Background: an optimization exercise with open tools, aiming at small area. Do not read the settings as production practice. At most, simulation tests tie the RTL to the original design; equivalence was not proved. Power is estimated from default activity; no workload was simulated.

==> job 9525 <==
==> flow/design.v <==
`default_nettype none
package mem_gate_pkg;
  localparam int PAGE_W     = 6;              
  localparam int PAGE_COUNT = 64;             
  localparam int PAGE_SHIFT = 16;             
  localparam int KEY_COUNT  = 4;              
  localparam int KEY_W      = 20;
  localparam int PL_W       = 8;              
  localparam int TID_W      = 8;              
  localparam int ADDR_W     = 32;
  localparam int DATA_W     = 32;             
  typedef enum logic [1:0] {
    SEG_CODE  = 2'd0,
    SEG_DATA  = 2'd1,
    SEG_STACK = 2'd2
  } seg_e;
  typedef enum logic {
    ERR_OKAY    = 1'b0,
    ERR_PROTERR = 1'b1                        
  } resp_err_e;
  typedef struct packed {
    logic             data_area;              
    logic [KEY_W-1:0] key;                    
    logic [PL_W-1:0]  pl;                     
  } page_attr_t;
  typedef struct packed {
    logic                           cyc;      
    logic                           we;
    seg_e                           seg;
    logic [PL_W-1:0]                pl;
    logic [KEY_COUNT-1:0][KEY_W-1:0] keys;
    logic [TID_W-1:0]               tid;
    logic [ADDR_W-1:0]              padr;
    logic [DATA_W-1:0]              data;
  } bus_req_t;
  typedef struct packed {
    logic              ack;                   
    resp_err_e         err;
    logic [TID_W-1:0]  tid;
    logic [ADDR_W-1:0] adr;
    logic [DATA_W-1:0] dat;
  } bus_resp_t;
endpackage
`default_nettype wire
`timescale 1ns/1ns
`default_nettype none
module page_attr_table (
  input  wire              clk,
  input  wire              rst,
  input  logic             attr_we_i,        
  input  logic [mem_gate_pkg::PAGE_W-1:0] attr_page_i,     
  input  mem_gate_pkg::page_attr_t       attr_i,           
  input  logic [mem_gate_pkg::PAGE_W-1:0] rd_page_i,       
  output mem_gate_pkg::page_attr_t       rd_attr_o         
);
  localparam int EW = 1 + mem_gate_pkg::KEY_W + mem_gate_pkg::PL_W;
  localparam int N  = mem_gate_pkg::PAGE_COUNT;
  logic [EW-1:0] mem [0:N-1];
  logic [EW-1:0] wdata;
  logic [N-1:0]  rd_sel;
  logic [EW-1:0] rd_data;
  assign wdata = rst ? '0 : attr_i;
  for (genvar e = 0; e < N; e++) begin : g_ent
    always_ff @(posedge clk) begin
      if (rst || (attr_we_i && attr_page_i == e)) begin
        mem[e] <= wdata;
      end
    end
  end
  assign rd_data = mem[rd_page_i];
  always_ff @(posedge clk) begin
    rd_attr_o <= rd_data;
  end
endmodule
`default_nettype wire
`timescale 1ns/1ns
`default_nettype none
module access_check (
  input  wire               clk,
  input  wire               rst,
  input  mem_gate_pkg::bus_req_t          req_i,             
  output logic [mem_gate_pkg::PAGE_W-1:0] rd_page_o,         
  input  mem_gate_pkg::page_attr_t        rd_attr_i,         
  output mem_gate_pkg::bus_req_t          req_o,             
  output mem_gate_pkg::bus_req_t          req_q_o,           
  output logic              pass_o,            
  output logic              fail_o             
);
  mem_gate_pkg::bus_req_t req_q;
  logic     key_ok;
  logic     pl_ok;
  logic     pass;
  assign rd_page_o = req_i.padr[mem_gate_pkg::PAGE_SHIFT +: mem_gate_pkg::PAGE_W];
  always_ff @(posedge clk) begin
    req_q     <= req_i;
    req_q.cyc <= req_i.cyc && !rst;
  end
  always_comb begin
    key_ok = (rd_attr_i.key == '0);
    for (int k = 0; k < mem_gate_pkg::KEY_COUNT; k++) begin
      if (req_q.keys[k] == rd_attr_i.key) key_ok = 1'b1;
    end
    if (!rd_attr_i.data_area) begin
      pl_ok = (rd_attr_i.pl == '0) || (rd_attr_i.pl == req_q.pl);
    end else begin
      pl_ok = ((rd_attr_i.pl == '0) || (rd_attr_i.pl <= req_q.pl))
              && (req_q.seg != mem_gate_pkg::SEG_CODE);
    end
    pass = key_ok && pl_ok;
  end
  assign req_q_o = req_q;
  assign pass_o  = req_q.cyc && pass;
  assign fail_o  = req_q.cyc && !pass;
  always_ff @(posedge clk) begin
    req_o     <= req_q;
    req_o.cyc <= req_q.cyc && pass && !rst;
  end
endmodule
`default_nettype wire
`timescale 1ns/1ns
`default_nettype none
module tid_gate (
  input  wire              clk,
  input  wire              rst,
  input  mem_gate_pkg::bus_resp_t        resp_i,             
  input  logic             pass_i,             
  input  logic             fail_i,             
  input  logic [mem_gate_pkg::TID_W-1:0] req_tid_i,
  input  logic [mem_gate_pkg::ADDR_W-1:0] req_adr_i,
  output mem_gate_pkg::bus_resp_t        resp_o
);
  localparam int NT = 2**mem_gate_pkg::TID_W;
  logic [NT-1:0]            open_q;
  logic [NT-1:0]            open_d;
  mem_gate_pkg::bus_resp_t  resp_q;
  logic                     vld_q;
  logic                     fwd;
  logic [15:0] req_row, req_col, set_row;      
  logic [15:0] rsp_row, rsp_col;               
  logic [15:0] rd_row;                         
  logic [15:0] row_bit;                        
  always_ff @(posedge clk) begin
    resp_q     <= resp_i;
    resp_q.ack <= resp_i.ack && !rst;
    vld_q      <= (resp_i.ack || resp_i.err) && !rst;
  end
  always_comb begin
    for (int j = 0; j < 16; j++) begin
      req_row[j] = (pass_i || fail_i) && (req_tid_i[7:4] == j);
      set_row[j] = pass_i && !rst && (req_tid_i[7:4] == j);
      req_col[j] = (req_tid_i[3:0] == j);
      rd_row[j]  = (resp_q.tid[7:4] == j);
      rsp_row[j] = rst || (vld_q && rd_row[j]);
      rsp_col[j] = rst || (resp_q.tid[3:0] == j);
    end
  end
  always_comb begin
    for (int a = 0; a < 16; a++) begin
      row_bit[a] = |(open_q[a*16 +: 16] & rsp_col);
    end
  end
  assign fwd = vld_q && |(row_bit & rd_row);
  always_comb begin
    for (int a = 0; a < 16; a++) begin
      for (int b = 0; b < 16; b++) begin
        open_d[a*16+b] = (set_row[a] && req_col[b]) ||
                         (open_q[a*16+b] && !((req_row[a] && req_col[b]) || (rsp_row[a] && rsp_col[b])));
      end
    end
  end
  always_ff @(posedge clk) begin
    open_q <= open_d;
  end
  always_ff @(posedge clk) begin
    resp_o.ack <= fwd && resp_q.ack && !rst;
    resp_o.err <= mem_gate_pkg::resp_err_e'((fwd ? resp_q.err : fail_i) && !rst);
    resp_o.tid <= fwd ? resp_q.tid : req_tid_i;
    resp_o.adr <= fwd ? resp_q.adr : req_adr_i;
    resp_o.dat <= fwd ? resp_q.dat : '0;
  end
endmodule
`default_nettype wire
`timescale 1ns/1ns
`default_nettype none
module mem_gate_top (
  input  wire               clk,
  input  wire               rst,
  input  logic [163:0]      req_i,          
  output logic [163:0]      req_o,          
  input  logic [73:0]       resp_i,         
  output logic [73:0]       resp_o,         
  input  logic              attr_we_i,      
  input  logic [mem_gate_pkg::PAGE_W-1:0] attr_page_i,
  input  logic [28:0]       attr_i          
);
  logic [mem_gate_pkg::PAGE_W-1:0] rd_page;
  mem_gate_pkg::page_attr_t        rd_attr;
  mem_gate_pkg::bus_req_t          req_q;
  logic                            pass;
  logic                            fail;
  page_attr_table u_table (
    .clk         (clk),
    .rst         (rst),
    .attr_we_i   (attr_we_i),
    .attr_page_i (attr_page_i),
    .attr_i      (attr_i),
    .rd_page_i   (rd_page),
    .rd_attr_o   (rd_attr)
  );
  access_check u_check (
    .clk       (clk),
    .rst       (rst),
    .req_i     (req_i),
    .rd_page_o (rd_page),
    .rd_attr_i (rd_attr),
    .req_o     (req_o),
    .req_q_o   (req_q),
    .pass_o    (pass),
    .fail_o    (fail)
  );
  tid_gate u_gate (
    .clk       (clk),
    .rst       (rst),
    .resp_i    (resp_i),
    .pass_i    (pass),
    .fail_i    (fail),
    .req_tid_i (req_q.tid),
    .req_adr_i (req_q.padr),
    .resp_o    (resp_o)
  );
endmodule
`default_nettype wire
==> flow/flow/run.sh <==
#!/bin/bash
set -euo pipefail
export BUFFER_PORTS_ARGS="-buffer_cell sky130_fd_sc_hd__buf_1"
export CTS_ARGS="-sink_clustering_enable -repair_clock_nets -dont_use_dummy_load -sink_clustering_size 32 -sink_clustering_max_diameter 72 -buf_list {sky130_fd_sc_hd__clkbuf_16}"
bash standard.sh > standard.log 2>&1
==> flow/standard.sh <==
#!/bin/bash
# synth_recipe.tcl (not shown) runs the flow's synth.tcl, then flattens the netlist and writes it again
# the make line also repeats each setting of config.mk as NAME=value (left out here)
make -C /OpenROAD-flow-scripts/flow DESIGN_CONFIG=/design/flow/config.mk WORK_HOME=/design/flow/orfs CLKGATE_MAP_FILE= SYNTH_SCRIPT=/design/flow/synth_recipe.tcl "${@:-finish}"
==> flow/config.mk <==
export PLATFORM = sky130hd
export DESIGN_NAME = mem_gate_top
export DESIGN_NICKNAME = mem_gate_top
export VERILOG_FILES = /design/flow/design.v
export SDC_FILE = /design/flow/constraint.sdc
export NUM_CORES = 4
export LEC_CHECK = 0
export CAP_MARGIN = 20
export CORE_MARGIN = 2
export CORE_UTILIZATION = 50
export PLACE_DENSITY = 0.7
export SLEW_MARGIN = 20
==> flow/constraint.sdc <==
create_clock -name core_clock -period 5.0 [get_ports {clk}]
set_input_delay 1.0000 -clock core_clock [delete_from_list [all_inputs] [get_ports {clk}]]
set_output_delay 1.0000 -clock core_clock [all_outputs]
set_load 0.01 [all_outputs]
==> job 8769 (differences from job 9525) <==
==> flow/flow/run.sh (replaced) <==
#!/bin/bash
set -euo pipefail
export BUFFER_PORTS_ARGS="-buffer_cell sky130_fd_sc_hd__buf_1"
export CTS_ARGS="-sink_clustering_enable -repair_clock_nets -dont_use_dummy_load -sink_clustering_size 18 -sink_clustering_max_diameter 45 -sink_clustering_buffer sky130_fd_sc_hd__clkbuf_8 -buf_list {sky130_fd_sc_hd__clkbuf_8 sky130_fd_sc_hd__clkbuf_16}"
bash standard.sh > standard.log 2>&1
Settings changed: CORE_UTILIZATION 50 to 56, PLACE_DENSITY 0.7 to 0.74.
==> job 6517 (differences from job 9525) <==
==> flow/flow/run.sh (replaced) <==
#!/bin/bash
set -euo pipefail
export REMOVE_ABC_BUFFERS=1
export BUFFER_PORTS_ARGS="-buffer_cell sky130_fd_sc_hd__buf_1"
export CTS_ARGS="-sink_clustering_enable -repair_clock_nets -dont_use_dummy_load -sink_clustering_size 28 -sink_clustering_max_diameter 60 -buf_list {sky130_fd_sc_hd__clkbuf_16}"
bash standard.sh > standard.log 2>&1
Settings changed: CAP_MARGIN 20 to 10, CORE_UTILIZATION 50 to 40, GPL_TIMING_DRIVEN set to 0, PLACE_DENSITY 0.7 to 0.6, SLEW_MARGIN 20 to 10.
==> job 5411 (differences from job 9525) <==
==> flow/design.v, changed modules only <==
module page_attr_table (
  input  wire              clk,
  input  wire              rst,
  input  logic             attr_we_i,        
  input  logic [mem_gate_pkg::PAGE_W-1:0] attr_page_i,     
  input  mem_gate_pkg::page_attr_t       attr_i,           
  input  logic [mem_gate_pkg::PAGE_W-1:0] rd_page_i,       
  output mem_gate_pkg::page_attr_t       rd_attr_o         
);
  localparam int EW = 1 + mem_gate_pkg::KEY_W + mem_gate_pkg::PL_W;
  localparam int N  = mem_gate_pkg::PAGE_COUNT;
  logic [EW-1:0] mem [0:N-1];
  logic [EW-1:0] wdata;
  logic [N-1:0]  rd_sel;
  logic [EW-1:0] rd_data;
  assign wdata = rst ? '0 : attr_i;
  for (genvar e = 0; e < N; e++) begin : g_ent
    always_ff @(posedge clk) begin
      if (rst || (attr_we_i && attr_page_i == e)) begin
        mem[e] <= wdata;
      end
    end
  end
  always_comb begin
    rd_data = '0;
    for (int e = 0; e < N; e++) begin
      rd_sel[e] = (rd_page_i == e);
      rd_data   = rd_data | (mem[e] & {EW{rd_sel[e]}});
    end
  end
  assign rd_attr_o = rd_data;
endmodule
module access_check (
  input  wire               clk,
  input  wire               rst,
  input  mem_gate_pkg::bus_req_t          req_i,             
  output logic [mem_gate_pkg::PAGE_W-1:0] rd_page_o,         
  input  mem_gate_pkg::page_attr_t        rd_attr_i,         
  output mem_gate_pkg::bus_req_t          req_o,             
  output mem_gate_pkg::bus_req_t          req_q_o,           
  output logic              pass_o,            
  output logic              fail_o             
);
  mem_gate_pkg::bus_req_t req_q;
  logic     key_ok;
  logic     pl_ok;
  logic     pass;
  logic     pass_q;
  assign rd_page_o = req_i.padr[mem_gate_pkg::PAGE_SHIFT +: mem_gate_pkg::PAGE_W];
  always_comb begin
    key_ok = (rd_attr_i.key == '0);
    for (int k = 0; k < mem_gate_pkg::KEY_COUNT; k++) begin
      if (req_i.keys[k] == rd_attr_i.key) key_ok = 1'b1;
    end
    if (!rd_attr_i.data_area) begin
      pl_ok = (rd_attr_i.pl == '0) || (rd_attr_i.pl == req_i.pl);
    end else begin
      pl_ok = ((rd_attr_i.pl == '0) || (rd_attr_i.pl <= req_i.pl))
              && (req_i.seg != mem_gate_pkg::SEG_CODE);
    end
    pass = key_ok && pl_ok;
  end
  always_ff @(posedge clk) begin
    req_q     <= req_i;
    req_q.cyc <= req_i.cyc && !rst;
    pass_q    <= pass;
  end
  assign req_q_o = req_q;
  assign pass_o  = req_q.cyc && pass_q;
  assign fail_o  = req_q.cyc && !pass_q;
  always_ff @(posedge clk) begin
    req_o     <= req_q;
    req_o.cyc <= req_q.cyc && pass_q && !rst;
  end
endmodule
==> flow/run.sh (new file) <==
#!/bin/bash
# synth_recipe.tcl (not shown) runs the flow's synth.tcl, then flattens the netlist and writes it again
# the make line also repeats each setting of config.mk as NAME=value (left out here)
make -C /OpenROAD-flow-scripts/flow DESIGN_CONFIG=/design/flow/config.mk WORK_HOME=/design/flow/orfs CLKGATE_MAP_FILE= SYNTH_SCRIPT=/design/flow/synth_recipe.tcl finish
Settings changed: CORE_UTILIZATION 50 to 40, PLACE_DENSITY 0.7 to 0.6.
removed: flow/flow/run.sh
removed: flow/standard.sh
==> run notes <==
In job 6517 the fmax is smaller than in job 9525, by 13%.
Combinational power: job 6517 is higher than job 9525 (14%).
Register-to-register slack, lowest first: job 6517, job 5411, job 9525, job 8769.
Non-clock buffer count: job 9525 is higher than job 6517 (21).
Wire length: job 8769 is lower than job 9525 (about 3.3%).
Job 9525 finished with timing, DRC and antenna clean. Job 8769 produced a clean layout. Job 5411 finished clean. Job 6517 went through all stages and came out clean.
Against job 6517, the first-iteration DRC count of job 5411 is higher by about 4.6%.
Synthesized cell count is the same in job 8769 and job 6517.
Clock power is about the same in job 8769 and job 9525.
Setup slack: job 6517 < job 5411 < job 9525 < job 8769.
==> figures <==
                                                                                    job 9525                  job 8769                  job 6517                 job 5411
Worst reg-to-reg path cell count                                                           9                         9                        10                       10
Compound-cell area share of the yosys netlist                                         0.1446                    0.1446                    0.1446                   0.1009
Sink of the worst hold path                                               u_check.req_q[151]        u_check.req_q[127]        u_check.req_q[104]        u_check.req_o[16]
Critical path arrival                                                                4.91 ns                   4.86 ns                   5.54 ns                  5.69 ns
Slowest cell on crit path                                           sky130_fd_sc_hd__dfxtp_1  sky130_fd_sc_hd__dfxtp_1  sky130_fd_sc_hd__dfxtp_1  sky130_fd_sc_hd__nor4_1
Ant. Diodes                                                                               14                        19                        15                        8
Number of buffer and inverter instances along the worst setup path                         1                         1                         2                        6
Status                                                               complete, no violations   complete, no violations   complete, no violations  complete, no violations
Static leakage power                                                                33.31 nW                  33.67 nW                  35.01 nW                 40.97 nW
Number of global-route vias before repair                                             58,570                    58,890                    57,890                   65,140
Multi-input combinational area share                                                  0.1953                    0.1942                    0.1894                   0.1957
Pin count of the biggest net entering global routing                                      74                       140                        77                      167
Tap Cells                                                                              2,385                     2,175                     3,009                    3,150
Clock Skews                                                                       0.08614 ns                 0.1580 ns                 0.1251 ns               0.07935 ns
Register share of total power                                                          0.662                     0.657                     0.627                    0.508
Achievable Freq                                                                    237.2 MHz                 240.9 MHz                 206.5 MHz                207.5 MHz
Switching power as a share of total power                                             0.2369                    0.2384                    0.2373                   0.2359
Post-synth design cell area                                                       91,620 µm²                91,620 µm²                91,620 µm²               94,780 µm²
Clock latency on the worst-skew pair                                                 0.84 ns                   0.89 ns                   0.89 ns                  0.96 ns
Function not checked in job 5411: the RTL went through the layout flow alone.

-- afterwards: timing with drivers on the ports --
The flow's constraints put no driver on any port. The routed layouts listed below were extracted and timed again, unchanged, in two steps.
Step 1: set_driving_cell puts a clkbuf_16 on clk and a buf_2 on each other input, an assumption about the parent block.
Step 2 also shifts input and output timing later by t, the mid clock arrival at the registers, as if the neighbouring blocks saw the same clock.
a / b / c = ideal / step 1 / step 2; a / b = the first two.
run	t, ns	slack for setup (ns)	worst data-port slew with drivers (ns)
job 9525	0.891	0.785 / 0.785 / 0.285	0.13
job 8769	0.899	0.849 / 0.849 / 0.347	0.10
job 6517	0.910	0.158 / 0.158 / -0.354	0.27
job 5411	1.018	0.181 / 0.248 / -0.770	0.15
Met with ideal ports but missed after step 2: setup timing in job 6517 and job 5411. The setup slack of job 5411, which loses most, moves by +0.067 ns with the drivers and by -0.951 ns with both steps.
